From an optimization exercise on the open Yosys and OpenROAD flow, aimed at small area, a short achievable clock period and few clock cycles per item; shortcuts taken in it are not production practice. Function was checked by simulation only, so behaviour that the tests miss may differ from the original. No activity file was given, so power comes from the tool's default toggle rates.

==> flow/design.v <==
package dbts_pkg;
    localparam logic [1:0] OP_FRAME = 2'd0;
    localparam logic [1:0] OP_TICK  = 2'd1;
    localparam logic [1:0] OP_CLEAR = 2'd2;
    localparam logic [1:0] OP_NONE  = 2'd3;
    localparam logic [1:0] ST_COUNTED  = 2'd0;
    localparam logic [1:0] ST_FILTERED = 2'd1;
    localparam logic [1:0] ST_FULL     = 2'd2;
    localparam logic [1:0] ST_NOFRAME  = 2'd3;
    localparam logic [2:0] REG_WINDOW    = 3'd0;
    localparam logic [2:0] REG_CAUT_CNT  = 3'd1;
    localparam logic [2:0] REG_ALERT_CNT = 3'd2;
    localparam logic [2:0] REG_BCAST_CNT = 3'd3;
    localparam logic [2:0] REG_CEILING   = 3'd4;
    localparam logic [2:0] REG_CAUT_SC   = 3'd5;
    localparam logic [2:0] REG_ALERT_SC  = 3'd6;
    localparam logic [2:0] REG_DECAY     = 3'd7;
    localparam logic signed [7:0] SIGNAL_FLOOR = -8'sd95;
    localparam logic [3:0] SUB_DISASSOC = 4'd10;
    localparam logic [3:0] SUB_DEAUTH   = 4'd12;
endpackage
module deauth_burst_threat_scorer_top #(
    parameter int SOURCE_SLOTS = 32,
    parameter int COUNT_BITS = 16
) (
    input  logic              clk,
    input  logic              rst_n,
    input  logic              start,
    output logic              busy,
    output logic              done,
    input  logic              cfg_we,
    input  logic [2:0]        cfg_index,
    input  logic [31:0]       cfg_data,
    input  logic [1:0]        opcode,
    input  logic [31:0]       time_ms,
    input  logic [47:0]       source_mac,
    input  logic [47:0]       dest_mac,
    input  logic [7:0]        frame_control_low,
    input  logic signed [7:0] signal_dbm,
    input  logic              analysis_enabled,
    output logic [4:0]        score,
    output logic [1:0]        level,
    output logic [1:0]        frame_status,
    output logic [7:0]        points_raised
);
    localparam int N  = SOURCE_SLOTS;
    localparam int CW = COUNT_BITS;
    localparam int IW = $clog2(N);
    localparam int NW = IW + 1;
    localparam logic [CW-1:0] CMAX = '1;
    function automatic logic in_window(input logic [31:0] x, input logic [31:0] t,
                                       input logic [31:0] lo, input logic wrap);
        logic le, ge;
        le = x <= t;
        ge = x >= lo;
        in_window = wrap ? (le || ge) : (le && ge);
    endfunction
    logic [31:0]   window_reg, decay_reg;
    logic [CW-1:0] caut_cnt_reg, alert_cnt_reg, bcast_cnt_reg;
    logic [4:0]    ceil_reg, caut_sc_reg, alert_sc_reg;
    logic [CW-1:0] caut_m1, alert_m1, bcast_m1;
    logic          caut_z, alert_z, bcast_z, caut_le1, alert_le1, bcast_le1;
    logic          cnt_cfg_wr;
    assign cnt_cfg_wr = cfg_we && (cfg_index == dbts_pkg::REG_CAUT_CNT
                                || cfg_index == dbts_pkg::REG_ALERT_CNT
                                || cfg_index == dbts_pkg::REG_BCAST_CNT);
    always_ff @(posedge clk or negedge rst_n)
    begin
        if (!rst_n)
        begin
            window_reg    <= 32'd5000;
            caut_cnt_reg  <= 16'd8;
            alert_cnt_reg <= 16'd20;
            bcast_cnt_reg <= 16'd5;
            ceil_reg      <= 5'd20;
            caut_sc_reg   <= 5'd3;
            alert_sc_reg  <= 5'd6;
            decay_reg     <= 32'd60000;
            caut_m1       <= 16'd7;
            alert_m1      <= 16'd19;
            bcast_m1      <= 16'd4;
            caut_z        <= 1'b0;
            alert_z       <= 1'b0;
            bcast_z       <= 1'b0;
            caut_le1      <= 1'b0;
            alert_le1     <= 1'b0;
            bcast_le1     <= 1'b0;
        end
        else if (cfg_we)
        begin
            case (cfg_index)
                dbts_pkg::REG_WINDOW:    window_reg <= cfg_data;
                dbts_pkg::REG_CAUT_CNT:
                begin
                    caut_cnt_reg <= cfg_data[15:0];
                    caut_m1      <= cfg_data[15:0] - 16'd1;
                    caut_z       <= cfg_data[15:0] == 16'd0;
                    caut_le1     <= cfg_data[15:1] == 15'd0;
                end
                dbts_pkg::REG_ALERT_CNT:
                begin
                    alert_cnt_reg <= cfg_data[15:0];
                    alert_m1      <= cfg_data[15:0] - 16'd1;
                    alert_z       <= cfg_data[15:0] == 16'd0;
                    alert_le1     <= cfg_data[15:1] == 15'd0;
                end
                dbts_pkg::REG_BCAST_CNT:
                begin
                    bcast_cnt_reg <= cfg_data[15:0];
                    bcast_m1      <= cfg_data[15:0] - 16'd1;
                    bcast_z       <= cfg_data[15:0] == 16'd0;
                    bcast_le1     <= cfg_data[15:1] == 15'd0;
                end
                dbts_pkg::REG_CEILING:   ceil_reg     <= cfg_data[4:0];
                dbts_pkg::REG_CAUT_SC:   caut_sc_reg  <= cfg_data[4:0];
                dbts_pkg::REG_ALERT_SC:  alert_sc_reg <= cfg_data[4:0];
                default:                 decay_reg    <= cfg_data;
            endcase
        end
    end
    logic          walk_reg;
    logic [IW-1:0] walk_idx;
    always_ff @(posedge clk or negedge rst_n)
    begin
        if (!rst_n)
        begin
            walk_reg <= 1'b0;
            walk_idx <= '0;
        end
        else if (cnt_cfg_wr)
        begin
            walk_reg <= 1'b1;
            walk_idx <= '0;
        end
        else if (walk_reg)
        begin
            walk_idx <= walk_idx + 1'b1;
            if (walk_idx == IW'(N - 1)) walk_reg <= 1'b0;
        end
    end
    assign busy = walk_reg;
    logic        v0;
    logic [1:0]  op0;
    logic [31:0] t0;
    logic [47:0] src0;
    logic        b0, pass0, en0;
    always_ff @(posedge clk or negedge rst_n)
    begin
        if (!rst_n) v0 <= 1'b0;
        else        v0 <= start && !walk_reg;
    end
    always_ff @(posedge clk)
    begin
        op0   <= opcode;
        t0    <= time_ms;
        src0  <= source_mac;
        b0    <= &dest_mac;
        pass0 <= (signal_dbm >= dbts_pkg::SIGNAL_FLOOR) && (frame_control_low[3:2] == 2'b00)
              && (frame_control_low[7:4] == dbts_pkg::SUB_DISASSOC
               || frame_control_low[7:4] == dbts_pkg::SUB_DEAUTH);
        en0   <= analysis_enabled;
    end
    logic [47:0]   src_tab [N];
    logic [NW-1:0] n_reg;           
    logic [47:0]   src1;
    logic          v1, frame1, tick1, clear1, nonframe1, b1, en1, same1, wrap1, dwrap1;
    logic [N-1:0]  m1;
    logic [31:0]   t1, lo1, dlo1;
    always_ff @(posedge clk or negedge rst_n)
    begin
        if (!rst_n) v1 <= 1'b0;
        else        v1 <= v0;
    end
    always_ff @(posedge clk)
    begin
        for (int k = 0; k < N; k++)
            m1[k] <= (NW'(k) < n_reg) && (src_tab[k] == src0);
        same1     <= src0 == src1;
        src1      <= src0;
        frame1    <= op0 == dbts_pkg::OP_FRAME && pass0;
        nonframe1 <= op0 != dbts_pkg::OP_FRAME;
        tick1     <= op0 == dbts_pkg::OP_TICK;
        clear1    <= op0 == dbts_pkg::OP_CLEAR;
        b1        <= b0;
        en1       <= en0;
        t1        <= t0;
        {wrap1, lo1}   <= {1'b0, t0} - {1'b0, window_reg};
        {dwrap1, dlo1} <= {1'b0, t0} - {1'b0, decay_reg};
    end
    logic          v2, upd2, tick2, clear2, walk2, new2, b2, en2, wrap2, dwrap2;
    logic [1:0]    st2;
    logic [N-1:0]  sel2;
    logic [31:0]   t2, lo2, dlo2;
    logic          fwdnew, hit1, full1, alloc1;
    logic [N-1:0]  sel1;
    assign fwdnew = same1 && new2;
    assign hit1   = (|m1) || fwdnew;
    assign full1  = n_reg[NW-1];
    assign alloc1 = v1 && frame1 && !hit1 && !full1;
    always_comb
    begin
        for (int k = 0; k < N; k++)
            sel1[k] = walk_reg ? (walk_idx == IW'(k))
                    : v1 && frame1 && (m1[k] || (fwdnew && sel2[k]) || (alloc1 && n_reg == NW'(k)));
    end
    always_ff @(posedge clk)
    begin
        for (int k = 0; k < N; k++)
            if (n_reg == NW'(k)) src_tab[k] <= src1;
    end
    always_ff @(posedge clk or negedge rst_n)
    begin
        if (!rst_n)
        begin
            v2    <= 1'b0;
            n_reg <= '0;
            new2  <= 1'b0;
            upd2  <= 1'b0;
        end
        else
        begin
            v2    <= v1;
            new2  <= alloc1;
            upd2  <= v1 && frame1 && (hit1 || !full1);
            if (alloc1) n_reg <= n_reg + 1'b1;
        end
    end
    always_ff @(posedge clk)
    begin
        sel2   <= sel1;
        tick2  <= tick1;
        clear2 <= clear1;
        walk2  <= walk_reg;
        b2     <= b1;
        en2    <= en1;
        t2     <= t1;
        lo2    <= lo1;
        wrap2  <= wrap1;
        dlo2   <= dlo1;
        dwrap2 <= dwrap1;
        if (nonframe1)               st2 <= dbts_pkg::ST_NOFRAME;
        else if (!frame1)            st2 <= dbts_pkg::ST_FILTERED;
        else if (hit1 || !full1)     st2 <= dbts_pkg::ST_COUNTED;
        else                         st2 <= dbts_pkg::ST_FULL;
    end
    logic [CW-1:0] fc [N];
    logic [CW-1:0] bc [N];
    logic [31:0]   ws [N];
    logic [N-1:0]  fla, flc, flb;   
    logic [N-1:0]  sel3, inw3;
    logic          upd3, new3, roll4;
    logic [31:0]   t3;
    logic          inw_fwd2;
    logic [N-1:0]  inw2;
    logic [CW-1:0] fcr2, bcr2;
    logic          fwd2;
    assign inw_fwd2 = in_window(t3, t2, lo2, wrap2);
    always_comb
    begin
        fcr2 = '0;
        bcr2 = '0;
        for (int k = 0; k < N; k++)
        begin
            inw2[k] = (upd3 && sel3[k] && roll4) ? inw_fwd2 : in_window(ws[k], t2, lo2, wrap2);
            fcr2 = fcr2 | (fc[k] & {CW{sel2[k]}});
            bcr2 = bcr2 | (bc[k] & {CW{sel2[k]}});
        end
    end
    assign fwd2 = upd2 && upd3 && |(sel2 & sel3);
    logic [31:0] last_decay_reg;
    logic        elapsed2, dle, dgt;
    assign dle = last_decay_reg <= t2;
    assign dgt = last_decay_reg > dlo2;
    assign elapsed2 = !(dwrap2 ? (dle || dgt) : (dle && dgt));
    always_ff @(posedge clk or negedge rst_n)
    begin
        if (!rst_n) last_decay_reg <= '0;
        else if (v2 && tick2 && elapsed2) last_decay_reg <= t2;
    end
    logic          v3, tick3, clear3, walk3, b3, en3, el3, fwd3;
    logic [1:0]    st3;
    logic [CW-1:0] fcr3, bcr3;
    always_ff @(posedge clk or negedge rst_n)
    begin
        if (!rst_n)
        begin
            v3   <= 1'b0;
            upd3 <= 1'b0;
            new3 <= 1'b0;
        end
        else
        begin
            v3   <= v2;
            upd3 <= upd2;
            new3 <= new2;
        end
    end
    always_ff @(posedge clk)
    begin
        tick3  <= tick2;
        clear3 <= clear2;
        walk3  <= walk2;
        sel3   <= sel2;
        inw3   <= inw2;
        fcr3   <= fcr2;
        bcr3   <= bcr2;
        fwd3   <= fwd2;
        b3     <= b2;
        en3    <= en2;
        el3    <= elapsed2;
        st3    <= st2;
        t3     <= t2;
    end
    logic [CW-1:0] fc_last, bc_last;
    logic [CW-1:0] xf, xb, fc_new, bc_new;
    logic          fa_new, fc_flag_new, fb_new;
    logic [NW-1:0] n4;              
    assign roll4 = new3 || !(|(sel3 & inw3));
    assign xf = fwd3 ? fc_last : fcr3;
    assign xb = fwd3 ? bc_last : bcr3;
    always_comb
    begin
        if (walk3)
        begin
            fc_new      = xf;
            bc_new      = xb;
            fa_new      = xf >= alert_cnt_reg;
            fc_flag_new = xf >= caut_cnt_reg;
            fb_new      = xb >= bcast_cnt_reg;
        end
        else if (roll4)
        begin
            fc_new      = CW'(1);
            bc_new      = CW'(b3);
            fa_new      = alert_le1;
            fc_flag_new = caut_le1;
            fb_new      = b3 ? bcast_le1 : bcast_z;
        end
        else
        begin
            fc_new      = (xf == CMAX) ? xf : xf + 1'b1;
            bc_new      = (b3 && xb != CMAX) ? xb + 1'b1 : xb;
            fa_new      = alert_z || xf >= alert_m1;
            fc_flag_new = caut_z || xf >= caut_m1;
            fb_new      = b3 ? (bcast_z || xb >= bcast_m1) : (xb >= bcast_cnt_reg);
        end
    end
    always_ff @(posedge clk)
    begin
        fc_last <= fc_new;
        bc_last <= bc_new;
        for (int k = 0; k < N; k++)
        begin
            if (sel3[k] && (upd3 || walk3))
            begin
                fla[k] <= fa_new;
                flc[k] <= fc_flag_new;
                flb[k] <= fb_new;
            end
            if (sel3[k] && upd3)
            begin
                fc[k] <= fc_new;
                bc[k] <= bc_new;
                if (roll4) ws[k] <= t3;
            end
        end
    end
    always_ff @(posedge clk or negedge rst_n)
    begin
        if (!rst_n) n4 <= '0;
        else if (new3) n4 <= n4 + 1'b1;
    end
    logic [N-1:0] live3, pa4, pc4, pb4;
    always_comb
    begin
        for (int k = 0; k < N; k++)
            live3[k] = (NW'(k) < n4) && inw3[k] && en3;
    end
    logic        v4, tick4, clear4, en4, el4;
    logic [1:0]  st4;
    always_ff @(posedge clk or negedge rst_n)
    begin
        if (!rst_n) v4 <= 1'b0;
        else        v4 <= v3;
    end
    always_ff @(posedge clk)
    begin
        tick4  <= tick3;
        clear4 <= clear3;
        en4    <= en3;
        el4    <= el3;
        st4    <= st3;
        pa4    <= live3 & fla;
        pc4    <= live3 & ~fla & flc;
        pb4    <= live3 & flb;
    end
    function automatic logic [3:0] pop8(input logic [7:0] x);
        logic [1:0] a0, a1, a2, a3;
        logic [2:0] c0, c1;
        a0 = {1'b0, x[0]} + {1'b0, x[1]};
        a1 = {1'b0, x[2]} + {1'b0, x[3]};
        a2 = {1'b0, x[4]} + {1'b0, x[5]};
        a3 = {1'b0, x[6]} + {1'b0, x[7]};
        c0 = {1'b0, a0} + {1'b0, a1};
        c1 = {1'b0, a2} + {1'b0, a3};
        pop8 = {1'b0, c0} + {1'b0, c1};
    endfunction
    logic        v5, tick5, clear5, en5, el5;
    logic [1:0]  st5;
    logic [3:0]  qa5 [4];
    logic [3:0]  qc5 [4];
    logic [3:0]  qb5 [4];
    always_ff @(posedge clk or negedge rst_n)
    begin
        if (!rst_n) v5 <= 1'b0;
        else        v5 <= v4;
    end
    always_ff @(posedge clk)
    begin
        tick5  <= tick4;
        clear5 <= clear4;
        en5    <= en4;
        el5    <= el4;
        st5    <= st4;
        for (int g = 0; g < 4; g++)
        begin
            qa5[g] <= pop8(pa4[8*g +: 8]);
            qc5[g] <= pop8(pc4[8*g +: 8]);
            qb5[g] <= pop8(pb4[8*g +: 8]);
        end
    end
    logic        v6, tick6, clear6, en6, el6;
    logic [1:0]  st6;
    logic [5:0]  sa6, sc6, sb6;
    always_ff @(posedge clk or negedge rst_n)
    begin
        if (!rst_n) v6 <= 1'b0;
        else        v6 <= v5;
    end
    always_ff @(posedge clk)
    begin
        tick6  <= tick5;
        clear6 <= clear5;
        en6    <= en5;
        el6    <= el5;
        st6    <= st5;
        sa6    <= ({2'b00, qa5[0]} + {2'b00, qa5[1]}) + ({2'b00, qa5[2]} + {2'b00, qa5[3]});
        sc6    <= ({2'b00, qc5[0]} + {2'b00, qc5[1]}) + ({2'b00, qc5[2]} + {2'b00, qc5[3]});
        sb6    <= ({2'b00, qb5[0]} + {2'b00, qb5[1]}) + ({2'b00, qb5[2]} + {2'b00, qb5[3]});
    end
    logic        v7, tick7, clear7, en7, el7;
    logic [1:0]  st7;
    logic [7:0]  s7;
    always_ff @(posedge clk or negedge rst_n)
    begin
        if (!rst_n) v7 <= 1'b0;
        else        v7 <= v6;
    end
    always_ff @(posedge clk)
    begin
        tick7  <= tick6;
        clear7 <= clear6;
        en7    <= en6;
        el7    <= el6;
        st7    <= st6;
        s7     <= {sa6, 2'b00} + {1'b0, sc6, 1'b0} + {2'b00, sb6};
    end
    logic [4:0] score_reg;
    logic [5:0] sc_add;
    logic [4:0] sc_inc, sc_dec;
    assign sc_add = {1'b0, score_reg} + {1'b0, s7[4:0]};
    assign sc_inc = (s7 == 8'd0) ? score_reg
                  : ((|s7[7:5]) || sc_add > {1'b0, ceil_reg}) ? ceil_reg : sc_add[4:0];
    assign sc_dec = (el7 && sc_inc != 5'd0) ? sc_inc - 5'd1 : sc_inc;
    logic        v8, tick8, en8;
    logic [1:0]  st8;
    logic [7:0]  s8;
    always_ff @(posedge clk or negedge rst_n)
    begin
        if (!rst_n)
        begin
            score_reg <= '0;
            v8        <= 1'b0;
        end
        else
        begin
            v8 <= v7;
            if (v7 && tick7)       score_reg <= sc_dec;
            else if (v7 && clear7) score_reg <= '0;
        end
    end
    always_ff @(posedge clk)
    begin
        tick8 <= tick7;
        en8   <= en7;
        st8   <= st7;
        s8    <= s7;
    end
    logic [4:0] score_out;
    logic [1:0] level_reg;
    logic       done_reg;
    logic [1:0] status_reg;
    logic [7:0] raised_reg;
    always_ff @(posedge clk or negedge rst_n)
    begin
        if (!rst_n)
        begin
            level_reg <= '0;
            done_reg  <= 1'b0;
        end
        else
        begin
            done_reg <= v8;
            if (v8 && tick8)
            begin
                if (!en8)                           level_reg <= 2'd0;
                else if (score_reg >= alert_sc_reg) level_reg <= 2'd3;
                else if (score_reg >= caut_sc_reg)  level_reg <= 2'd2;
                else                                level_reg <= 2'd1;
            end
        end
    end
    always_ff @(posedge clk)
    begin
        score_out  <= score_reg;
        status_reg <= st8;
        raised_reg <= tick8 ? s8 : 8'd0;
    end
    assign done          = done_reg;
    assign score         = score_out;
    assign level         = level_reg;
    assign frame_status  = status_reg;
    assign points_raised = raised_reg;
endmodule
==> flow/run.sh <==
#!/bin/bash
# synth_recipe.tcl (not shown) runs the flow's synth.tcl, then flattens the netlist and writes it again
# the make line also repeats each setting of config.mk as NAME=value (left out here)
make -C /OpenROAD-flow-scripts/flow DESIGN_CONFIG=/design/flow/config.mk WORK_HOME=/design/flow/orfs CLKGATE_MAP_FILE= SYNTH_SCRIPT=/design/flow/synth_recipe.tcl finish
==> flow/config.mk <==
export PLATFORM = sky130hd
export DESIGN_NAME = deauth_burst_threat_scorer_top
export DESIGN_NICKNAME = deauth_burst_threat_scorer_top
export VERILOG_FILES = /design/flow/design.v
export SDC_FILE = /design/flow/constraint.sdc
export NUM_CORES = 4
export LEC_CHECK = 0
export ABC_CLOCK_PERIOD_IN_PS = 3000
export CAP_MARGIN = 20
export CORE_MARGIN = 2
export CORE_UTILIZATION = 40
export SETUP_SLACK_MARGIN = 4.5
export SLEW_MARGIN = 20
export TNS_END_PERCENT = 0
==> flow/constraint.sdc <==
create_clock -name core_clock -period 8.0 [get_ports {clk}]
set_input_delay 1.6000 -clock core_clock [delete_from_list [all_inputs] [get_ports {clk}]]
set_output_delay 1.6000 -clock core_clock [all_outputs]
set_load 0.01 [all_outputs]
==> results of run 1 <==
==> metal layers <==
layer  up-vias  share of wire
li1      63120              -
met1     74260           0.39
met2      7742           0.45
met3      1815          0.092
met4        16          0.065
met5         -        0.00014
==> power by group through the flow <==
stage / logic [µW] / registers, µW / clock network [µW]
3_5_place_dp: 14700 / 30000 / 0
4_1_cts: 15400 / 29500 / 23600
6_report: 15700 / 29500 / 23400
3_3_place_gp: 14400 / 29900 / 0
5_1_grt: 17000 / 29500 / 24500
2_1_floorplan: 8570 / 29400 / 0
==> final cells by class <==
cell class | instances | area [µm²] | area share
sequential | 4729 | 133200 | 0.5265
multi-input combinational | 10270 | 85560 | 0.3383
clock buffer | 671 | 14050 | 0.05554
tap | 7261 | 9085 | 0.03592
timing repair buffer | 694 | 6238 | 0.02466
clock inverter | 246 | 2376 | 0.009393
inverter | 573 | 2240 | 0.008854
antenna | 84 | 210.2 | 0.0008310
timing repair inverter | 1 | 8.758 | 0.00003463
==> metrics by stage <==
stage	worst slack, ps	cells	hold slack (ps)	power (µW)
6_report	4076	24530	308.8	68570
5_1_grt	3981	24510	318.0	71010
4_1_cts	4224	24440	309.4	68430
3_5_place_dp	3171	23460	312.0	44650
3_3_place_gp	3170	23460	310.3	44360
2_1_floorplan	3193	16000	309.6	37970
==> worst max-delay path, stage by stage (launching register included) <==
cell and delay [ps]:
dfxtp_1 320, inv_4 340, buf_4 370, ha_1 210, nand4_1 110, or2_2 330
nor4_1 950, o221ai_1 410, nand2_1 160, maj3_1 320, mux2_2 200
==> worst max-delay path by stage <==
stage / end / depth (start not counted) / startpoint
final: inw3[31] / 10 / lo2[22]
after global placement: inw3[2] / 12 / lo2[2]
after detailed placement: inw3[2] / 12 / lo2[2]
after CTS: score_reg[2] / 19 / score_reg[0]
after floorplan: sel2[29] / 6 / n_reg[1]
after global routing: score_reg[3] / 19 / score_reg[0]
==> Yosys cell counts (85+ instances only) <==
| master | instances |
|---|---|
| edfxtp_1 | 3680 |
| a22oi_1 | 415 |
| nand2b_1 | 101 |
| xor2_1 | 1057 |
| nand4_1 | 613 |
| and3_1 | 85 |
| a21o_1 | 370 |
| a21oi_1 | 679 |
| ha_1 | 2429 |
| nor4_1 | 353 |
| nand2_1 | 490 |
| and2_1 | 116 |
| dfrtp_1 | 222 |
| a221oi_1 | 131 |
| mux2_2 | 98 |
| nor2b_1 | 177 |
| inv_1 | 573 |
| a211oi_1 | 115 |
| nor3_1 | 149 |
| clkbuf_1 | 363 |
| nand3_1 | 230 |
| xnor2_1 | 595 |
| o21ai_0 | 629 |
| dfxtp_1 | 797 |
| nor2_1 | 382 |
==> cell families (layout without fill, tap and decap cells) <==
| group | after synthesis | count (layout) | synth area share |
|---|---|---|---|
| adders and majority gates | 2537 | 2537 | 0.1461 |
| other | 0 | 84 | 0 |
| and+or+nand+nor | 2882 | 2889 | 0.07103 |
| muxes | 141 | 141 | 0.007116 |
| buffers and inverters | 1006 | 2185 | 0.01721 |
| xor gates and xnor gates | 1652 | 1652 | 0.06552 |
| AOI/OAI and AO/OA | 3049 | 3053 | 0.09162 |
| DFF | 4729 | 4729 | 0.6014 |
==> timing repair <==
action / CTS / global route
buffers inserted: 44 / 7
resized for setup: 247 / 10
endpoints found under the setup margin: 1504 / 2122
pin swaps: 47 / 11
cloned: 13 / 0
==> impl_metrics.env, run 1 <==
export IMPL_placementRows=272
export IMPL_via_count=147000
export IMPL_initial_core_util=0.4020
export IMPL_ys_ff_latch=4729
export IMPL_met2_usage=0.4368
export IMPL_fin_area_mm2=0.2529
export IMPL_grt_busiest_layer="met2"
export IMPL_wire_per_inst_um=32.12
export IMPL_clk_pin_slew_ps=60
export IMPL_io_pins=205
export IMPL_critPathKind="flop to flop"
export IMPL_fmax_ghz=0.2548
export IMPL_overflow=0
export IMPL_switchingPower_uw=21510
export IMPL_met3_usage=0.04372
export IMPL_yosysSeqAreaShare=0.6014
export IMPL_syn_area_mm2=0.2208
export IMPL_synth_area_per_cell_um2=13.81
export IMPL_hpwlAfterDp_mm=478.9
export IMPL_finalWirelength_mm=788.0
export IMPL_arrival_ps=4870
export IMPL_swShare=0.3136
export IMPL_ys_warn_count=8
export IMPL_yosys_area_top_type="edfxtp_1"
export IMPL_synth_edff_count=3680
export IMPL_rr_endpoint="inw3[31]"
export IMPL_die_h_um=747.0
export IMPL_grt_met1_usage=0.3548
export IMPL_holdBufCountCts=0
export IMPL_synth_area_top_cells="edfxtp_1 50%, ha_1 14%, dfxtp_1 7.2%"
export IMPL_setup_viol=0
export IMPL_route_antenna_remaining_nets=0
export IMPL_numCtsBuffers=485
export IMPL_regMostFlops="src_tab"
export IMPL_cap_violations=0
export IMPL_hold_violations=0
export IMPL_min_to="st4[1]"
export IMPL_gp_congestion=0.9107
export IMPL_grt_pass1_vias=141800
export IMPL_finalSetupTns_ps=0
export IMPL_dieArea_mm2=0.5581
export IMPL_cp_required_ps=8950
export IMPL_cp_start_kind="flop"
export IMPL_dr_pass1_iters=7
export IMPL_vias_per_cell=5.990
export IMPL_hold_path_class="flop to flop"
export IMPL_numClockSinks=4729
export IMPL_grt_max_degree=98
export IMPL_portBuffers=202
export IMPL_dpl_cell_area_mm2=0.2345
export IMPL_status="complete, no violations"
export IMPL_cts_buffer_depth=4
export IMPL_r2r_start="lo2[22]"
export IMPL_slew_headroom=0.1325
export IMPL_leakagePower_uw=0.09527
export IMPL_finish_utilization=0.4605
export IMPL_largest_reg_flops=1536
export IMPL_area_growth_pct=14.54
export IMPL_ff2ff_setup_slack_ps=4080
export IMPL_hold_start="st3[1]"
export IMPL_cp_end_kind="flop"
export IMPL_nFillCells=48350
export IMPL_synth_cell_types=96
export IMPL_rsz0062_at_grt="yes"
export IMPL_async_reset_ff_frac=0.05329
export IMPL_cts_tree="yes"
export IMPL_drive_above_1_share=0.1111
export IMPL_route_detailed_drc=0
export IMPL_layout_common_cells="3,680 x edfxtp_1, 2,421 x ha_1, 1,052 x xor2_1"
export IMPL_worst_pin_slew_ps=1290
export IMPL_p_comb_frac=0.229
export IMPL_synth_fp_nets=18690
export IMPL_p_clk_frac=0.341
export IMPL_report_final_slew_viol_count=0
export IMPL_grt_usage=0.2731
export IMPL_layout_commonest_cell="edfxtp_1"
export IMPL_coreArea_mm2=0.5493
export IMPL_drt_iter0_markers=18680
export IMPL_antenna_found_initial=76
export IMPL_worst_r2r_path_depth=10
export IMPL_period_share=0.4905
export IMPL_ir_worst_vdd_v=0.0002713
export IMPL_synth_top_area_share=0.5004
export IMPL_final_nets=19450
export IMPL_synthFlopType="edfxtp_1"
export IMPL_grt_pass1_wl_mm=1083
export IMPL_clock_skew_final_ps=155.6
export IMPL_holdPathStages=0
export IMPL_critPathMaxFanout=17
export IMPL_seqPwrFrac=0.430
export IMPL_p_int_uw=47060
export IMPL_die_w_um=747.0
export IMPL_layout_min_cycle_time_ps=3924
export IMPL_cellPowerDensity_mw_per_mm2=271.1
export IMPL_synthCells=16000
export IMPL_root_buffer="clkbuf_16"
export IMPL_insertion_delay_ps=1120
export IMPL_cts_htree_levels=5
export IMPL_reg_top3="src_tab: 1536 flops, ws: 1024 flops"
Testbench counts, summed over its fixed seeds: cycles 12,072, items 12,000.
==> run 2, diff against run 1 <==
--- a/flow/design.v
+++ b/flow/design.v
@@ -163,9 +163,9 @@
     logic [47:0]   src_tab [N];
     logic [NW-1:0] n_reg;           
     logic [47:0]   src1;
-    logic          v1, frame1, tick1, clear1, nonframe1, b1, en1, same1, wrap1, dwrap1;
+    logic          v1, frame1, tick1, clear1, nonframe1, b1, en1, same1;
     logic [N-1:0]  m1;
-    logic [31:0]   t1, lo1, dlo1;
+    logic [31:0]   t1;
     always_ff @(posedge clk or negedge rst_n)
     begin
         if (!rst_n) v1 <= 1'b0;
@@ -184,8 +184,6 @@
         b1        <= b0;
         en1       <= en0;
         t1        <= t0;
-        {wrap1, lo1}   <= {1'b0, t0} - {1'b0, window_reg};
-        {dwrap1, dlo1} <= {1'b0, t0} - {1'b0, decay_reg};
     end
     logic          v2, upd2, tick2, clear2, walk2, new2, b2, en2, wrap2, dwrap2;
     logic [1:0]    st2;
@@ -234,10 +232,8 @@
         b2     <= b1;
         en2    <= en1;
         t2     <= t1;
-        lo2    <= lo1;
-        wrap2  <= wrap1;
-        dlo2   <= dlo1;
-        dwrap2 <= dwrap1;
+        {wrap2, lo2}   <= {1'b0, t1} - {1'b0, window_reg};
+        {dwrap2, dlo2} <= {1'b0, t1} - {1'b0, decay_reg};
         if (nonframe1)               st2 <= dbts_pkg::ST_NOFRAME;
         else if (!frame1)            st2 <= dbts_pkg::ST_FILTERED;
         else if (hit1 || !full1)     st2 <= dbts_pkg::ST_COUNTED;
@@ -465,36 +461,67 @@
         st7    <= st6;
         s7     <= {sa6, 2'b00} + {1'b0, sc6, 1'b0} + {2'b00, sb6};
     end
-    logic [4:0] score_reg;
-    logic [5:0] sc_add;
-    logic [4:0] sc_inc, sc_dec;
-    assign sc_add = {1'b0, score_reg} + {1'b0, s7[4:0]};
-    assign sc_inc = (s7 == 8'd0) ? score_reg
-                  : ((|s7[7:5]) || sc_add > {1'b0, ceil_reg}) ? ceil_reg : sc_add[4:0];
-    assign sc_dec = (el7 && sc_inc != 5'd0) ? sc_inc - 5'd1 : sc_inc;
-    logic        v8, tick8, en8;
+    logic [7:0] q7;
+    logic [4:0] ce7;
+    logic       cz7;
+    assign cz7 = ceil_reg == 5'd0;
+    assign ce7 = ceil_reg - {4'd0, el7 && !cz7};
+    assign q7  = s7 - {7'd0, el7};
+    logic        v8, tick8, clear8, en8, el8, nz8, sat8;
     logic [1:0]  st8;
     logic [7:0]  s8;
+    logic [4:0]  q8, h8, ce8;
+    always_ff @(posedge clk or negedge rst_n)
+    begin
+        if (!rst_n) v8 <= 1'b0;
+        else        v8 <= v7;
+    end
+    always_ff @(posedge clk)
+    begin
+        tick8  <= tick7;
+        clear8 <= clear7;
+        en8    <= en7;
+        el8    <= el7;
+        st8    <= st7;
+        s8     <= s7;
+        nz8    <= s7 != 8'd0;
+        sat8   <= q7 > {3'd0, ce7};
+        q8     <= q7[4:0];
+        h8     <= ce7 - q7[4:0];
+        ce8    <= ce7;
+    end
+    logic [4:0] score_reg;
+    logic [4:0] sc_new;
+    always_comb
+    begin
+        if (nz8)
+            sc_new = (sat8 || score_reg > h8) ? ce8 : score_reg + q8;
+        else
+            sc_new = (el8 && score_reg != 5'd0) ? score_reg - 5'd1 : score_reg;
+    end
+    logic        v9, tick9, en9;
+    logic [1:0]  st9;
+    logic [7:0]  s9;
     always_ff @(posedge clk or negedge rst_n)
     begin
         if (!rst_n)
         begin
             score_reg <= '0;
-            v8        <= 1'b0;
+            v9        <= 1'b0;
         end
         else
         begin
-            v8 <= v7;
-            if (v7 && tick7)       score_reg <= sc_dec;
-            else if (v7 && clear7) score_reg <= '0;
+            v9 <= v8;
+            if (v8 && tick8)       score_reg <= sc_new;
+            else if (v8 && clear8) score_reg <= '0;
         end
     end
     always_ff @(posedge clk)
     begin
-        tick8 <= tick7;
-        en8   <= en7;
-        st8   <= st7;
-        s8    <= s7;
+        tick9 <= tick8;
+        en9   <= en8;
+        st9   <= st8;
+        s9    <= s8;
     end
     logic [4:0] score_out;
     logic [1:0] level_reg;
@@ -510,10 +537,10 @@
         end
         else
         begin
-            done_reg <= v8;
-            if (v8 && tick8)
+            done_reg <= v9;
+            if (v9 && tick9)
             begin
-                if (!en8)                           level_reg <= 2'd0;
+                if (!en9)                           level_reg <= 2'd0;
                 else if (score_reg >= alert_sc_reg) level_reg <= 2'd3;
                 else if (score_reg >= caut_sc_reg)  level_reg <= 2'd2;
                 else                                level_reg <= 2'd1;
@@ -523,8 +550,8 @@
     always_ff @(posedge clk)
     begin
         score_out  <= score_reg;
-        status_reg <= st8;
-        raised_reg <= tick8 ? s8 : 8'd0;
+        status_reg <= st9;
+        raised_reg <= tick9 ? s9 : 8'd0;
     end
     assign done          = done_reg;
     assign score         = score_out;
==> run 2 against run 1 <==
  * Synthesized area about the same
  * Worst hold slack better by 9.5 ps
  * Sequential share of layout area down 0.32 points
  * Still clean
  * Global-route usage up 0.12 points
  * Cell count up 0.11%
  * Highest routed layer unchanged
  * Cell area about the same
  * Clock skew down 46 ps
  * Die area about the same
  * Core utilization about the same
  * Count of clock-buffer cells in the layout up 60
==> impl_metrics.env, run 2 <==
export IMPL_rr_endpoint="inw3[31]"
export IMPL_layout_common_cells="3,680 x edfxtp_1, 2,442 x ha_1, 1,085 x xor2_1"
export IMPL_final_nets=19510
export IMPL_min_to="el7"
export IMPL_finish_utilization=0.4609
export IMPL_swShare=0.3171
export IMPL_synth_top_area_share=0.5007
export IMPL_area_growth_pct=14.69
export IMPL_leakagePower_uw=0.09557
export IMPL_crit_chain="clkinv_8 -> buf_16 -> buf_4 -> ha_1 -> a21o_1 -> a21o_1 -> a21oi_1 -> o221ai_1 -> a21oi_2 -> o21a_1 -> maj3_1 -> mux2i_1"
export IMPL_hold_violations=0
export IMPL_numCtsBuffers=530
export IMPL_cts_tree="yes"
export IMPL_overflow=0
export IMPL_layout_min_cycle_time_ps=3710
export IMPL_setup_ws_ps=4290
export IMPL_arrival_ps=4620
export IMPL_cts_htree_levels=6
export IMPL_worst_pin_slew_ps=1302
export IMPL_worst_r2r_path_depth=12
export IMPL_async_reset_ff_frac=0.05389
export IMPL_antenna_found_initial=73
export IMPL_synth_area_per_cell_um2=13.76
export IMPL_critPathMaxFanout=18
export IMPL_post_place_ws_ps=3239
export IMPL_clk_pin_slew_ps=60
export IMPL_largest_reg_flops=1536
export IMPL_regMostFlops="src_tab"
export IMPL_syn_area_mm2=0.2207
export IMPL_hpwlAfterDp_mm=467.3
export IMPL_slew_headroom=0.1243
export IMPL_route_detailed_drc=0
export IMPL_cp_end_kind="flop"
export IMPL_cp_start_kind="flop"
export IMPL_hold_path_class="flop to flop"
export IMPL_portBuffers=202
export IMPL_cp_required_ps=8910
export IMPL_rsz0062_at_grt="yes"
export IMPL_report_final_slew_viol_count=0
export IMPL_yosys_area_top_type="edfxtp_1"
export IMPL_ff2ff_setup_slack_ps=4290
export IMPL_whs_ps=318.3
export IMPL_yosysSeqAreaShare=0.5986
export IMPL_io_pins=205
export IMPL_dr_pass1_iters=6
export IMPL_via_count=147200
export IMPL_insertion_delay_ps=1150
export IMPL_grt_pass1_wl_mm=1084
export IMPL_coreArea_mm2=0.5493
export IMPL_fmax_ghz=0.2695
export IMPL_hold_start="el6"
export IMPL_drive_above_1_share=0.1086
export IMPL_finalWirelength_mm=794.5
export IMPL_r2r_start="lo2[13]"
export IMPL_gp_congestion=0.9004
export IMPL_clock_skew_final_ps=109.6
export IMPL_synth_fp_nets=18750
export IMPL_numClockSinks=4695
export IMPL_die_h_um=746.8
export IMPL_synth_edff_count=3680
export IMPL_cellPowerDensity_mw_per_mm2=275.3
export IMPL_p_clk_frac=0.350
export IMPL_ys_ff_latch=4695
export IMPL_crit_path_top_delay_cell="a21oi_1"
export IMPL_setup_viol=0
export IMPL_p_comb_frac=0.231
export IMPL_path_buf_inv=3
export IMPL_synth_common_cells="3,680 x edfxtp_1, 2,442 x ha_1, 1,085 x xor2_1"
export IMPL_placementRows=272
export IMPL_route_antenna_remaining_nets=0
export IMPL_dieArea_mm2=0.5578
export IMPL_synthFlopType="edfxtp_1"
export IMPL_vias_per_cell=5.994
export IMPL_die_w_um=746.8
export IMPL_initial_core_util=0.4018
export IMPL_max_stage_delay_ps=740
export IMPL_synth_cell_types=96
export IMPL_status="complete, no violations"
export IMPL_cap_violations=0
export IMPL_yosysMostFrequentCell="edfxtp_1"
export IMPL_drt_iter0_markers=19530
export IMPL_grt_usage=0.2743
export IMPL_synthCells=16040
export IMPL_period_share=0.4637
export IMPL_seqPwrFrac=0.419
export IMPL_cts_buffer_depth=4
export IMPL_switchingPower_uw=22100
export IMPL_crit_family="compound AO/OA/AOI/OAI gates"
export IMPL_holdPathStages=0
export IMPL_critPathKind="flop to flop"
export IMPL_grt_max_degree=99
export IMPL_finalSetupTns_ps=0
export IMPL_root_buffer="clkbuf_16"
export IMPL_p_int_uw=47590
export IMPL_holdBufCountCts=0
export IMPL_layout_commonest_cell="edfxtp_1"
export IMPL_ys_warn_count=8
export IMPL_synth_area_top_cells="edfxtp_1 50%, ha_1 14%, dfxtp_1 6.9%"
export IMPL_ir_worst_vdd_v=0.0003212
export IMPL_grt_pass1_vias=140800
export IMPL_wire_per_inst_um=32.35
export IMPL_path_common_cell="a21o_1"
export IMPL_reg_top3="src_tab: 1536 flops, ws: 1024 flops"
## run 2: changes by cell type after synthesis, moves of 30 or more
cell | previous run | this run
mux2_1 | 30 | 0
nor2_1 | 382 | 415
a21oi_1 | 679 | 748
nand3_1 | 230 | 184
dfxtp_1 | 797 | 762
mux2_4 | 0 | 30
## run 2: layout make-up
cell class              count  area, µm²
multi-input cells       10350      85690
diodes                     59      147.6
clock inverters           242       2605
flip-flops and latches   4695     132500
inverters                 570       2251
clock buffers             731      14620
fillers                 48440     296100
repair buffers            653       6280
well taps                7261       9085
## run 2: power by group through the flow
stage          Clock (µW)  Sequential [µW]  Combinational, µW
4_1_cts             24600            29200              15300
3_3_place_gp            0            29600              14700
2_1_floorplan           0            29100               8760
5_1_grt             25600            29200              17300
6_report            24400            29200              16100
3_5_place_dp            0            29700              15000
## run 2: routing by layer
| layer | vias to the layer above | GRT usage | part of all wire |
|---|---|---|---|
| met5 | - | 0 | 0.000091 |
| met4 | 12 | 0.1475 | 0.065 |
| met1 | 74130 | 0.3570 | 0.39 |
| met3 | 1742 | 0.05179 | 0.10 |
| met2 | 8096 | 0.4344 | 0.45 |
| li1 | 63220 | - | - |
## run 2: worst max-delay path by stage
| stage | cells after the start | endpoint | start | slack (ps) |
|---|---|---|---|---|
| floorplan | 6 | sel2[13] | n_reg[2] | 3070 |
| global placement | 11 | inw3[2] | t3[5] | 2870 |
| detailed placement | 11 | inw3[2] | t3[5] | 3240 |
| CTS | 13 | bc[29][15] | fwd3 | 4250 |
| global route | 12 | inw3[15] | t2[23] | 4320 |
| finish | 12 | inw3[31] | lo2[13] | 4290 |
## run 2: cell families (layout without fill, tap and decap cells)
family | Yosys count | after routing | share of synthesized area
muxes | 151 | 151 | 0.008050
adders and majority gates | 2550 | 2552 | 0.1470
and+or+nand+nor | 2925 | 2930 | 0.07247
AOI/OAI and AO/OA | 3036 | 3038 | 0.08992
DFF | 4695 | 4695 | 0.5986
xor gates and xnor gates | 1676 | 1676 | 0.06650
other | 0 | 59 | 0
buffers and inverters | 1003 | 2196 | 0.01741
## run 2: worst register-to-register path: stages (launching register included)
cell and delay [ps]:
dfxtp_2 380, clkinv_8 150, buf_16 300, buf_4 160
ha_1 300, a21o_1 160, a21o_1 170, a21oi_1 740
o221ai_1 240, a21oi_2 460, o21a_1 200, maj3_1 180
mux2i_1 80
## run 2: through the flow
step	total power [µW]	instances	area, µm²
after global placement	44360	23480	234100
after floorplan	37850	16040	220700
after CTS	69130	24460	252000
after detailed placement	44670	23480	234100
final	69680	24560	253200
after global routing	72150	24530	253100
## run 2: repair_timing
item | CTS | global route
setup endpoints to repair | 1177 | 1558
pin swaps | 7 | 18
gates cloned | 3 | 10
resized for setup | 145 | 156
buffers inserted | 5 | 27
Testbench counts of run 2, summed over its fixed seeds: cycles 12,080, items 12,000.
==> run 3, diff against run 2 <==
--- a/flow/config.mk
+++ b/flow/config.mk
@@ -9,6 +9,8 @@
 export CAP_MARGIN = 20
 export CORE_MARGIN = 2
 export CORE_UTILIZATION = 40
+export CTS_CLUSTER_DIAMETER = 150
+export CTS_CLUSTER_SIZE = 20
 export SETUP_SLACK_MARGIN = 4.5
 export SLEW_MARGIN = 20
-export TNS_END_PERCENT = 0
+export TNS_END_PERCENT = 20
==> run 3 against run 2 <==
  * Largest cell class unchanged
  * Sequential power barely moved
  * Synthesized area unchanged
  * Routed wire length grew 0.77%
  * Cell area decreased by 3.5%
  * Count of clock-buffer cells in the layout shrank 259
  * Critical path depth fell by 6
  * Cell count fell by 2.1%
  * Clock power down 37%
  * Non-clock buffer count fell by 9
  * Global-route usage up 0.26 points
  * Fmax down 2.4%
==> impl_metrics.env, run 3 <==
export IMPL_syn_area_mm2=0.2207
export IMPL_via_count=147100
export IMPL_largest_reg_flops=1536
export IMPL_initial_core_util=0.4018
export IMPL_synthFlopType="edfxtp_1"
export IMPL_cts_htree_levels=5
export IMPL_synth_area_per_cell_um2=13.76
export IMPL_hold_path_class="flop to flop"
export IMPL_dpl_cell_area_mm2=0.2340
export IMPL_route_detailed_drc=0
export IMPL_placementRows=272
export IMPL_synth_area_top_cells="edfxtp_1 50%, ha_1 14%, dfxtp_1 6.9%"
export IMPL_crit_family="simple AND/OR/NAND/NOR gates"
export IMPL_layout_min_cycle_time_ps=3801
export IMPL_dieArea_mm2=0.5578
export IMPL_hold_violations=0
export IMPL_rsz0062_at_grt="yes"
export IMPL_area_growth_pct=10.71
export IMPL_finalWirelength_mm=800.7
export IMPL_layout_commonest_cell="edfxtp_1"
export IMPL_max_stage_delay_ps=1140
export IMPL_met2WireLength_mm=355.8
export IMPL_yosysMostFrequentCell="edfxtp_1"
export IMPL_report_final_slew_viol_count=0
export IMPL_clk_pin_slew_ps=90
export IMPL_path_buf_inv=1
export IMPL_grt_pass1_vias=139400
export IMPL_yosys_area_top_type="edfxtp_1"
export IMPL_crit_path_top_delay_cell="nor4_2"
export IMPL_wire_per_inst_um=33.29
export IMPL_final_nets=19240
export IMPL_setup_viol=0
export IMPL_synth_fp_nets=18750
export IMPL_synth_edff_count=3680
export IMPL_async_reset_ff_frac=0.05389
export IMPL_die_w_um=746.8
export IMPL_grt_max_degree=100
export IMPL_coreArea_mm2=0.5493
export IMPL_met3RoutedLength_mm=80.98
export IMPL_numClockSinks=4695
export IMPL_portBuffers=202
export IMPL_worst_pin_slew_ps=1323
export IMPL_cts_buffer_depth=4
export IMPL_drive_above_1_share=0.08375
export IMPL_vias_per_cell=6.117
export IMPL_die_h_um=746.8
export IMPL_grt_usage=0.2769
export IMPL_power_uw=60610
export IMPL_cellPowerDensity_mw_per_mm2=248.0
export IMPL_period_share=0.4751
export IMPL_yosysSeqAreaShare=0.5986
export IMPL_numCtsBuffers=274
export IMPL_ys_warn_count=8
export IMPL_cp_end_kind="flop"
export IMPL_critPathKind="flop to flop"
export IMPL_slew_headroom=0.1106
export IMPL_cts_tree="yes"
export IMPL_ys_ff_latch=4695
export IMPL_synth_top_area_share=0.5007
export IMPL_fmax_ghz=0.2631
export IMPL_layout_common_cells="3,680 x edfxtp_1, 2,442 x ha_1, 1,085 x xor2_1"
export IMPL_status="complete, no violations"
export IMPL_synthCells=16040
export IMPL_highest_layer="met5"
export IMPL_hpwlAfterDp_mm=480.2
export IMPL_arrival_ps=4590
export IMPL_holdBufCountCts=0
export IMPL_gp_congestion=0.9367
export IMPL_crit_chain="buf_4 -> xnor2_1 -> nand4_1 -> nor4_1 -> nand4_1 -> nor4_2"
export IMPL_dr_pass1_iters=7
export IMPL_clock_skew_final_ps=100.4
export IMPL_cp_start_kind="flop"
export IMPL_reg_top3="src_tab: 1536 flops, ws: 1024 flops"
export IMPL_critPathMaxFanout=25
export IMPL_met1_length_mm=318.4
export IMPL_path_common_cell="nand4_1"
export IMPL_synth_cell_types=96
export IMPL_cap_violations=0
export IMPL_finalSetupTns_ps=0
export IMPL_antenna_found_initial=68
export IMPL_root_buffer="clkbuf_16"
export IMPL_leakagePower_uw=0.09108
export IMPL_fin_area_mm2=0.2444
export IMPL_insertion_delay_ps=1040
export IMPL_grt_pass1_wl_mm=1091
export IMPL_ir_worst_vdd_v=0.0002198
export IMPL_overflow=0
export IMPL_io_pins=205
export IMPL_drt_iter0_markers=20490
export IMPL_cp_required_ps=8790
export IMPL_regMostFlops="src_tab"
export IMPL_synth_common_cells="3,680 x edfxtp_1, 2,442 x ha_1, 1,085 x xor2_1"
export IMPL_route_antenna_remaining_nets=0
-- run 3: cell counts after synthesis --
No cell type changed its count.
-- run 3: per-stage QoR --
step                      hold slack, ps  setup slack (ps)  cells    util
after floorplan                    309.6              3070  16040       -
after global placement             310.1              3192  23460  0.4258
after detailed placement           312.1              3067  23460  0.4259
after CTS                          310.7              4254  23990  0.4435
after global routing               327.6              4275  24020  0.4447
final                              306.9              4199  24050  0.4449
-- run 3: worst reg2reg max path, cell delays in order, from the launching register on --
cell	delay, ps
dfxtp_4	700
buf_4	780
xnor2_1	230
nand4_1	120
nor4_1	400
nand4_1	200
nor4_2	1140
-- run 3: where the power goes --
group / total [µW] / internal (µW) / leakage [µW] / switching (µW)
Clock: 15300 / 6730 / 0.00387 / 8530
Combinational: 16100 / 5480 / 0.0445 / 10600
Sequential: 29200 / 28100 / 0.0427 / 1090
-- run 3: timing repair --
item                       in CTS  in global routing
setup buffers                  24                 14
hold endpoints to repair        0                  0
setup endpoints to repair    1901               1413
gates cloned                    8                  7
pin swaps                      15                 12
gates resized for setup       279                 83
-- run 3: worst paths after layout --
check	startpoint	end	slack, ps	depth (start not counted)
worst min register to register	t0[30]	t1[30]	310	0
max in group asynchronous	rst_n	bcast_cnt_reg[11]	5950	2
worst max register to register	src0[43]	m1[27]	4200	6
min in group asynchronous	rst_n	v9	640	1
worst min-delay path	t0[30]	t1[30]	310	0
worst max-delay path	src0[43]	m1[27]	4200	6
-- run 3: cell type report --
type	instances	area, µm²
clock buffers	472	7727
inverters	570	2287
flip-flops and latches	4695	132500
multi-input cells	10350	85910
fillers	49170	304900
well taps	7261	9085
diodes	36	90.09
clock inverters	25	455.4
repair buffers	644	6331
-- run 3: logic make-up (layout without fill, tap and decap cells) --
logic type / after synthesis / in the layout / share of synthesized area
compound gates: 3036 / 3038 / 0.08992
xor+xnor: 1676 / 1676 / 0.06650
fa+ha+maj: 2550 / 2553 / 0.1470
buf+inv: 1003 / 1711 / 0.01741
flops: 4695 / 4695 / 0.5986
mux: 151 / 151 / 0.008050
other cells: 0 / 36 / 0
simple gates: 2925 / 2929 / 0.07247
-- run 3: routing by layer --
layer,global-route usage,vias to the layer above
met3,0.04469,1701
li1,-,62370
met2,0.4309,8458
met4,0.1342,12
met1,0.3777,74570
met5,0,-
==> run 4, diff against run 3 <==
--- a/flow/config.mk
+++ b/flow/config.mk
@@ -8,9 +8,10 @@
 export ABC_CLOCK_PERIOD_IN_PS = 3000
 export CAP_MARGIN = 20
 export CORE_MARGIN = 2
-export CORE_UTILIZATION = 40
+export CORE_UTILIZATION = 52
 export CTS_CLUSTER_DIAMETER = 150
 export CTS_CLUSTER_SIZE = 20
+export PLACE_DENSITY = 0.62
 export SETUP_SLACK_MARGIN = 4.5
 export SLEW_MARGIN = 20
 export TNS_END_PERCENT = 20
==> run 4 against run 3 <==
  * Die area down 23%
  * Critical path type unchanged
  * Count of clock-buffer cells in the layout up 5
  * Synthesized cell count unchanged
  * Core utilization up 13 points
  * First-iteration DRC count up 7.5%
  * Sequential power about the same
==> impl_metrics.env, run 4 <==
export IMPL_cts_tree="yes"
export IMPL_largest_reg_flops=1536
export IMPL_drive_above_1_share=0.08282
export IMPL_regMostFlops="src_tab"
export IMPL_ys_ff_latch=4695
export IMPL_hpwlAfterDp_mm=458.8
export IMPL_holdPathStages=0
export IMPL_dieArea_mm2=0.4297
export IMPL_area_growth_pct=9.745
export IMPL_overflow=0
export IMPL_cp_start_kind="flop"
export IMPL_ys_warn_count=8
export IMPL_fmax_ghz=0.2560
export IMPL_vias_per_cell=6.579
export IMPL_grt_usage=0.3560
export IMPL_syn_area_mm2=0.2207
export IMPL_worst_pin_slew_ps=1293
export IMPL_crit_chain="buf_4 -> xor2_1 -> nor4_1 -> nand4_1 -> nor4_1 -> o21ai_0 -> nor4_1"
export IMPL_met2_usage=0.5363
export IMPL_critPathKind="flop to flop"
export IMPL_hold_violations=0
export IMPL_clk_pin_slew_ps=90
export IMPL_grt_met1_usage=0.5002
export IMPL_route_detailed_drc=0
export IMPL_rsz0062_at_grt="yes"
export IMPL_yosys_area_top_type="edfxtp_1"
export IMPL_synth_top_area_share=0.5007
export IMPL_cts_htree_levels=5
export IMPL_report_final_slew_viol_count=0
export IMPL_insertion_delay_ps=1010
export IMPL_fin_area_mm2=0.2422
export IMPL_placementRows=239
export IMPL_die_w_um=655.5
export IMPL_root_buffer="clkbuf_16"
export IMPL_grt_pass1_wl_mm=1073
export IMPL_path_common_cell="nor4_1"
export IMPL_synthFlopType="edfxtp_1"
export IMPL_die_h_um=655.5
export IMPL_grt_max_degree=77
export IMPL_cap_violations=0
export IMPL_yosysMostFrequentCell="edfxtp_1"
export IMPL_wire_per_inst_um=34.97
export IMPL_leakagePower_uw=0.09104
export IMPL_synth_area_per_cell_um2=13.76
export IMPL_layout_commonest_cell="edfxtp_1"
export IMPL_layout_min_cycle_time_ps=3906
export IMPL_layout_common_cells="3,680 x edfxtp_1, 2,439 x ha_1, 1,085 x xor2_1"
export IMPL_numClockSinks=4695
export IMPL_finalWirelength_mm=785.5
export IMPL_clock_skew_final_ps=66.74
export IMPL_critPathMaxFanout=14
export IMPL_io_pins=205
export IMPL_synth_common_cells="3,680 x edfxtp_1, 2,442 x ha_1, 1,085 x xor2_1"
export IMPL_drt_iter0_markers=22030
export IMPL_gp_congestion=0.8989
export IMPL_grt_pass1_vias=137500
export IMPL_crit_path_top_delay_cell="nor4_1"
export IMPL_dr_pass1_iters=6
export IMPL_cp_end_kind="flop"
export IMPL_ir_worst_vdd_v=0.0002741
export IMPL_synth_cell_types=96
export IMPL_cellPowerDensity_mw_per_mm2=249.6
export IMPL_synthCells=16040
export IMPL_synth_area_top_cells="edfxtp_1 50%, ha_1 14%, dfxtp_1 6.9%"
export IMPL_setup_viol=0
export IMPL_cp_required_ps=8770
export IMPL_async_reset_ff_frac=0.05389
export IMPL_hold_path_class="flop to flop"
export IMPL_synth_edff_count=3680
export IMPL_final_nets=19250
export IMPL_max_stage_delay_ps=820
export IMPL_initial_core_util=0.5216
export IMPL_reg_top3="src_tab: 1536 flops, ws: 1024 flops"
export IMPL_worst_r2r_path_depth=7
export IMPL_finalSetupTns_ps=0
export IMPL_status="complete, no violations"
export IMPL_coreArea_mm2=0.4231
export IMPL_arrival_ps=4670
export IMPL_grt_busiest_layer="met2"
export IMPL_via_count=147700
export IMPL_cts_buffer_depth=4
export IMPL_route_antenna_remaining_nets=0
export IMPL_dpl_cell_area_mm2=0.2319
export IMPL_period_share=0.4883
export IMPL_slew_headroom=0.1345
export IMPL_synth_fp_nets=18750
export IMPL_portBuffers=202
export IMPL_met3_usage=0.07544
export IMPL_yosysSeqAreaShare=0.5986
export IMPL_numCtsBuffers=272
export IMPL_antenna_found_initial=85
run 4: cell counts after synthesis:
Identical to the previous run, type by type.
run 4: layer usage:
layer,vias up,share of wire
met5,-,0.00014
met4,18,0.053
met3,1806,0.12
met2,9240,0.43
met1,74270,0.39
li1,62420,-
run 4: layout make-up:
type / instances / area [µm²]
fill: 33810 / 180900
sequential: 4695 / 132500
multi-input combinational: 10340 / 85590
clock buffer: 477 / 7799
tap: 5663 / 7086
timing repair buffer: 656 / 6519
inverter: 570 / 2379
clock inverter: 19 / 269.0
antenna: 36 / 90.09
run 4: worst max-delay path: cells and delay by family (launching register included):
family / cells / cell delay (ps)
AND/OR/NAND/NOR: 4 / 2450
flip-flops: 1 / 460
AO/OA/AOI/OAI: 1 / 170
XOR/XNOR: 1 / 130
buffers and inverters: 1 / 480
run 4: worst paths after layout:
check | from | to | slack [ps]
min in group asynchronous | rst_n | done_reg | 560
max in group asynchronous | rst_n | caut_cnt_reg[12] | 5990
worst min-delay path | t0[1] | t1[1] | 320
worst max register to register | src0[8] | m1[22] | 4090
worst min register to register | t0[1] | t1[1] | 320
worst max-delay path | src0[8] | m1[22] | 4090
run 4: cells by family after synthesis:
logic type	count (synthesis)	share of synthesized area
and+or+nand+nor	2925	0.07247
adders and majority gates	2550	0.1470
muxes	151	0.008050
buffers and inverters	1003	0.01741
DFF	4695	0.5986
xor gates and xnor gates	1676	0.06650
AOI/OAI and AO/OA	3036	0.08992
run 4: what timing repair did:
item / CTS / global route
pin swaps: 23 / 7
buffers inserted: 35 / 4
resized for setup: 319 / 80
gates cloned: 7 / 0
setup endpoints to repair: 1241 / 1463
hold buffers: 0 / 0
run 4: where the power goes:
| part | total [µW] | leakage (µW) | internal [µW] | switching, µW |
|---|---|---|---|---|
| clock | 15000 | 0.00383 | 6730 | 8300 |
| sequential | 29100 | 0.0427 | 28200 | 920 |
| combinational | 16300 | 0.0445 | 5480 | 10900 |
run 4: through the flow:
step	std cells	hold slack, ps	util	power, µW	worst slack [ps]
after detailed placement	21880	312.1	0.5481	44710	3375
after global routing	22430	315.2	0.5723	62620	4220
after floorplan	16040	309.6	-	37860	3070
after CTS	22420	297.2	0.5711	59870	4210
final	22460	319.5	0.5725	60450	4094
after global placement	21880	311.1	0.5481	44440	3477
==> run 5, diff against run 4 <==
--- a/flow/design.v
+++ b/flow/design.v
@@ -163,8 +163,8 @@
     logic [47:0]   src_tab [N];
     logic [NW-1:0] n_reg;           
     logic [47:0]   src1;
-    logic          v1, frame1, tick1, clear1, nonframe1, b1, en1, same1;
-    logic [N-1:0]  m1;
+    logic          v1, frame1, tick1, clear1, nonframe1, b1, en1, same1_lo, same1_hi, same1;
+    logic [N-1:0]  m1_lo, m1_hi, m1;
     logic [31:0]   t1;
     always_ff @(posedge clk or negedge rst_n)
     begin
@@ -174,8 +174,12 @@
     always_ff @(posedge clk)
     begin
         for (int k = 0; k < N; k++)
-            m1[k] <= (NW'(k) < n_reg) && (src_tab[k] == src0);
-        same1     <= src0 == src1;
+        begin
+            m1_lo[k] <= (NW'(k) < n_reg) && (src_tab[k][23:0] == src0[23:0]);
+            m1_hi[k] <= src_tab[k][47:24] == src0[47:24];
+        end
+        same1_lo  <= src0[23:0] == src1[23:0];
+        same1_hi  <= src0[47:24] == src1[47:24];
         src1      <= src0;
         frame1    <= op0 == dbts_pkg::OP_FRAME && pass0;
         nonframe1 <= op0 != dbts_pkg::OP_FRAME;
@@ -191,6 +195,8 @@
     logic [31:0]   t2, lo2, dlo2;
     logic          fwdnew, hit1, full1, alloc1;
     logic [N-1:0]  sel1;
+    assign m1     = m1_lo & m1_hi;
+    assign same1  = same1_lo && same1_hi;
     assign fwdnew = same1 && new2;
     assign hit1   = (|m1) || fwdnew;
     assign full1  = n_reg[NW-1];
@@ -247,7 +253,7 @@
     logic          upd3, new3, roll4;
     logic [31:0]   t3;
     logic          inw_fwd2;
-    logic [N-1:0]  inw2;
+    logic [N-1:0]  cmp2, fsel2;
     logic [CW-1:0] fcr2, bcr2;
     logic          fwd2;
     assign inw_fwd2 = in_window(t3, t2, lo2, wrap2);
@@ -257,7 +263,8 @@
         bcr2 = '0;
         for (int k = 0; k < N; k++)
         begin
-            inw2[k] = (upd3 && sel3[k] && roll4) ? inw_fwd2 : in_window(ws[k], t2, lo2, wrap2);
+            fsel2[k] = upd3 && sel3[k] && roll4;
+            cmp2[k]  = in_window(ws[k], t2, lo2, wrap2);
             fcr2 = fcr2 | (fc[k] & {CW{sel2[k]}});
             bcr2 = bcr2 | (bc[k] & {CW{sel2[k]}});
         end
@@ -273,7 +280,9 @@
         if (!rst_n) last_decay_reg <= '0;
         else if (v2 && tick2 && elapsed2) last_decay_reg <= t2;
     end
-    logic          v3, tick3, clear3, walk3, b3, en3, el3, fwd3;
+    logic          v3, tick3, clear3, walk3, b3, en3, el3, fwd3, fval3;
+    logic [N-1:0]  cmp3, fsel3;
+    assign inw3 = (fsel3 & {N{fval3}}) | (~fsel3 & cmp3);
     logic [1:0]    st3;
     logic [CW-1:0] fcr3, bcr3;
     always_ff @(posedge clk or negedge rst_n)
@@ -297,7 +306,9 @@
         clear3 <= clear2;
         walk3  <= walk2;
         sel3   <= sel2;
-        inw3   <= inw2;
+        cmp3   <= cmp2;
+        fsel3  <= fsel2;
+        fval3  <= inw_fwd2;
         fcr3   <= fcr2;
         bcr3   <= bcr2;
         fwd3   <= fwd2;
--- a/flow/config.mk
+++ b/flow/config.mk
@@ -8,10 +8,9 @@
 export ABC_CLOCK_PERIOD_IN_PS = 3000
 export CAP_MARGIN = 20
 export CORE_MARGIN = 2
-export CORE_UTILIZATION = 52
+export CORE_UTILIZATION = 40
 export CTS_CLUSTER_DIAMETER = 150
 export CTS_CLUSTER_SIZE = 20
-export PLACE_DENSITY = 0.62
 export SETUP_SLACK_MARGIN = 4.5
 export SLEW_MARGIN = 20
 export TNS_END_PERCENT = 20
==> run 5 against run 4 <==
  * Still clean
  * Critical path depth rose by 4
  * Setup slack improved by 280 ps
  * Clock skew rose by 36 ps
  * Non-clock buffer count increased by 15
  * Critical path type unchanged
==> impl_metrics.env, run 5 <==
export IMPL_status="complete, no violations"
export IMPL_ys_warn_count=8
export IMPL_max_stage_delay_ps=900
export IMPL_rr_endpoint="last_decay_reg[29]"
export IMPL_synth_top_area_share=0.4970
export IMPL_async_reset_ff_frac=0.05314
export IMPL_gp_congestion=0.9209
export IMPL_reg_top3="src_tab: 1536 flops, ws: 1024 flops"
export IMPL_fmax_ghz=0.2756
export IMPL_cap_violations=0
export IMPL_cts_buffer_depth=4
export IMPL_initial_core_util=0.4018
export IMPL_drive_above_1_share=0.08559
export IMPL_r2r_start="last_decay_reg[21]"
export IMPL_layout_min_cycle_time_ps=3629
export IMPL_grt_pass1_wl_mm=1026
export IMPL_die_h_um=749.6
export IMPL_leakagePower_uw=0.09252
export IMPL_numClockSinks=4761
export IMPL_arrival_ps=4470
export IMPL_holdPathStages=0
export IMPL_dr_pass1_iters=10
export IMPL_coreArea_mm2=0.5534
export IMPL_synth_cell_types=101
export IMPL_ys_ff_latch=4761
export IMPL_slew_headroom=0.2305
export IMPL_vias_per_cell=5.915
export IMPL_synth_area_per_cell_um2=13.88
export IMPL_cts_tree="yes"
export IMPL_report_final_slew_viol_count=0
export IMPL_numCtsBuffers=278
export IMPL_via_count=142700
export IMPL_cp_required_ps=8840
export IMPL_final_nets=19250
export IMPL_grt_max_degree=98
export IMPL_largest_reg_flops=1536
export IMPL_grt_usage=0.2551
export IMPL_yosysMostFrequentCell="edfxtp_1"
export IMPL_cellPowerDensity_mw_per_mm2=245.8
export IMPL_ir_worst_vdd_v=0.0002260
export IMPL_synth_area_top_cells="edfxtp_1 50%, ha_1 14%, dfxtp_1 7.5%"
export IMPL_worst_pin_slew_ps=1154
export IMPL_hpwlAfterDp_mm=450.1
export IMPL_crit_chain="ha_1 -> a21oi_1 -> o21ai_2 -> a21oi_1 -> o211ai_1 -> o31ai_1 -> o31a_1 -> maj3_2 -> nand3_4 -> buf_12 -> mux2_4"
export IMPL_route_detailed_drc=0
export IMPL_critPathMaxFanout=8
export IMPL_wire_per_inst_um=30.66
export IMPL_syn_area_mm2=0.2223
export IMPL_cp_end_kind="flop"
export IMPL_power_uw=60460
export IMPL_synthCells=16010
export IMPL_io_pins=205
export IMPL_antenna_found_initial=72
export IMPL_hold_path_class="flop to flop"
export IMPL_dieArea_mm2=0.5618
export IMPL_clk_pin_slew_ps=80
export IMPL_root_buffer="clkbuf_16"
export IMPL_finalSetupTns_ps=0
export IMPL_synthFlopType="edfxtp_1"
export IMPL_portBuffers=202
export IMPL_worst_r2r_path_depth=11
export IMPL_layout_commonest_cell="edfxtp_1"
export IMPL_yosysSeqAreaShare=0.6002
export IMPL_insertion_delay_ps=1040
export IMPL_drt_iter0_markers=17620
export IMPL_swShare=0.3263
export IMPL_nFillCells=49520
export IMPL_grt_pass1_vias=136900
export IMPL_crit_path_top_delay_cell="o211ai_1"
export IMPL_yosys_area_top_type="edfxtp_1"
export IMPL_finalWirelength_mm=739.6
export IMPL_rsz0062_at_grt="yes"
export IMPL_seqPwrFrac=0.484
export IMPL_critPathLaunch="last_decay_reg[21]"
export IMPL_path_common_cell="a21oi_1"
export IMPL_period_share=0.4536
export IMPL_area_growth_pct=10.62
export IMPL_placementRows=273
export IMPL_synth_common_cells="3,680 x edfxtp_1, 2,442 x ha_1, 1,024 x xor2_1"
export IMPL_cts_htree_levels=5
export IMPL_clock_skew_final_ps=103.0
export IMPL_regMostFlops="src_tab"
export IMPL_route_antenna_remaining_nets=0
export IMPL_switchingPower_uw=19730
export IMPL_critPathKind="flop to flop"
export IMPL_ff2ff_setup_slack_ps=4370
export IMPL_setup_worst_path_end="last_decay_reg[29]"
export IMPL_overflow=0
export IMPL_p_clk_frac=0.255
export IMPL_synth_fp_nets=18720
export IMPL_hold_violations=0
export IMPL_p_int_uw=40730
export IMPL_cp_start_kind="flop"
export IMPL_synth_edff_count=3680
export IMPL_die_w_um=749.6
export IMPL_layout_common_cells="3,680 x edfxtp_1, 2,440 x ha_1, 1,024 x xor2_1"
export IMPL_p_comb_frac=0.261
export IMPL_setup_viol=0
run 5: cell count changes after synthesis, sizes merged, moves of 36 or more:
cell / before / now
xnor2: 591 / 691
a21o: 384 / 557
nor2b: 180 / 226
a21oi: 749 / 667
nand4: 637 / 674
nor2: 415 / 379
nor4: 366 / 307
dfxtp: 762 / 828
xor2: 1085 / 1024
nand2: 475 / 388
inv: 569 / 523
a211oi: 132 / 81
run 5: how the worst min path moves through the flow:
stage                     startpoint     end  slack, ps
after detailed placement       t0[4]   t1[4]        310
after CTS                     t0[15]  t1[15]        320
after global placement         tick6   tick7        310
final                         t0[15]  t1[15]        310
after global routing          t0[15]  t1[15]        330
after floorplan                   b0      b1        310
run 5: cell families after synthesis:
group                    after synthesis  synth area share
adder cells (fa/ha/maj)             2557            0.1462
buffers and inverters                957           0.01663
AO/OA/AOI/OAI                       3028           0.09028
AND/OR/NAND/NOR                     2842           0.07086
XOR/XNOR                            1715           0.06756
multiplexers                         154          0.008227
flip-flops                          4761            0.6002
run 5: repair_timing:
item,in CTS,in global routing
hold buffers,0,0
cloned,7,3
hold endpoints to repair,0,0
gates resized for setup,212,138
setup buffers,29,19
endpoints found under the setup margin,2302,1414
pin swaps,20,11
run 5: stage by stage:
| stage | cells | hold WS, ps | utilization | instance area [µm²] | setup slack [ps] |
|---|---|---|---|---|---|
| floorplan | 16010 | 309.6 | - | 222400 | 4100 |
| global placement | 23490 | 309.8 | 0.4257 | 235500 | 3160 |
| detailed placement | 23490 | 312.1 | 0.4257 | 235600 | 3009 |
| CTS | 24030 | 317.9 | 0.4429 | 245100 | 4234 |
| global route | 24110 | 329.4 | 0.4444 | 245900 | 4301 |
| finish | 24120 | 311.6 | 0.4445 | 246000 | 4371 |
run 5: power groups by stage:
stage / clock (µW) / sequential [µW] / combinational, µW
2_1_floorplan: 0 / 29400 / 8840
3_3_place_gp: 0 / 29800 / 14700
3_5_place_dp: 0 / 29800 / 15000
4_1_cts: 15600 / 29300 / 15400
5_1_grt: 16400 / 29400 / 17200
6_report: 15400 / 29300 / 15800
run 5: critical path: cells and delay by family (launching register included):
kind | cells | cell delay (ps)
multiplexers | 1 | 310
AO/OA/AOI/OAI | 6 | 1570
adder cells (fa/ha/maj) | 2 | 710
flip-flops | 1 | 400
buffers and inverters | 1 | 210
AND/OR/NAND/NOR | 1 | 250
run 5: final cells by class:
type / instances / area, µm² / area share
antenna: 70 / 175.2 / 0.0007122
tap: 7287 / 9117 / 0.03707
timing repair buffer: 671 / 6290 / 0.02557
sequential: 4761 / 133700 / 0.5434
clock buffer: 479 / 7860 / 0.03196
clock inverter: 28 / 447.9 / 0.001821
multi-input combinational: 10300 / 86300 / 0.3509
inverter: 524 / 2110 / 0.008577
run 5: metal layers:
layer | GRT usage | routed length, µm | up-vias
li1 | - | - | 62320
met1 | 0.3481 | 303700 | 72420
met2 | 0.4056 | 336400 | 6660
met3 | 0.03927 | 64030 | 1261
met4 | 0.1079 | 35350 | 18
met5 | 0 | 117 | -
Testbench counts of run 5, summed over its fixed seeds: cycles 12,080, items 12,000.

re-timing with driven ports:
Ports are ideal in the flow. The routed layouts listed here were re-timed in OpenROAD.
Step 1: set_driving_cell puts a clkbuf_16 on clk and a buf_2 on each other input, an assumption about the parent block.
Step 2 times the ports against the registers' clock, not the clock port: input delays grow and output delays shrink by t, the midpoint of the rising clock arrivals with the driver on.
Three values: ideal, step 1, step 2; two values: the first two.
| run | t, ns | slack for setup (ns) | hold WS [ns] | worst setup path after step 2 |
|---|---|---|---|---|
| run 1 | 1.182 | 4.076 / 4.076 / 3.286 | 0.309 / 0.309 / 0.309 | input to register |
| run 2 | 1.223 | 4.290 / 4.286 / 3.598 | 0.318 / 0.318 / 0.318 | input to register |
| run 3 | 1.107 | 4.199 / 4.199 / 3.616 | 0.307 / 0.307 / 0.307 | input to register |
| run 4 | 1.110 | 4.094 / 4.094 / 3.810 | 0.319 / 0.319 / 0.319 | input to register |
| run 5 | 1.118 | 4.371 / 4.303 / 3.295 | 0.312 / 0.312 / 0.312 | input to register |
After both steps setup and hold are still met in every run listed. For run 5, which loses most, drivers alone change the setup slack by -0.068 ns; drivers and shift together by -1.076 ns.
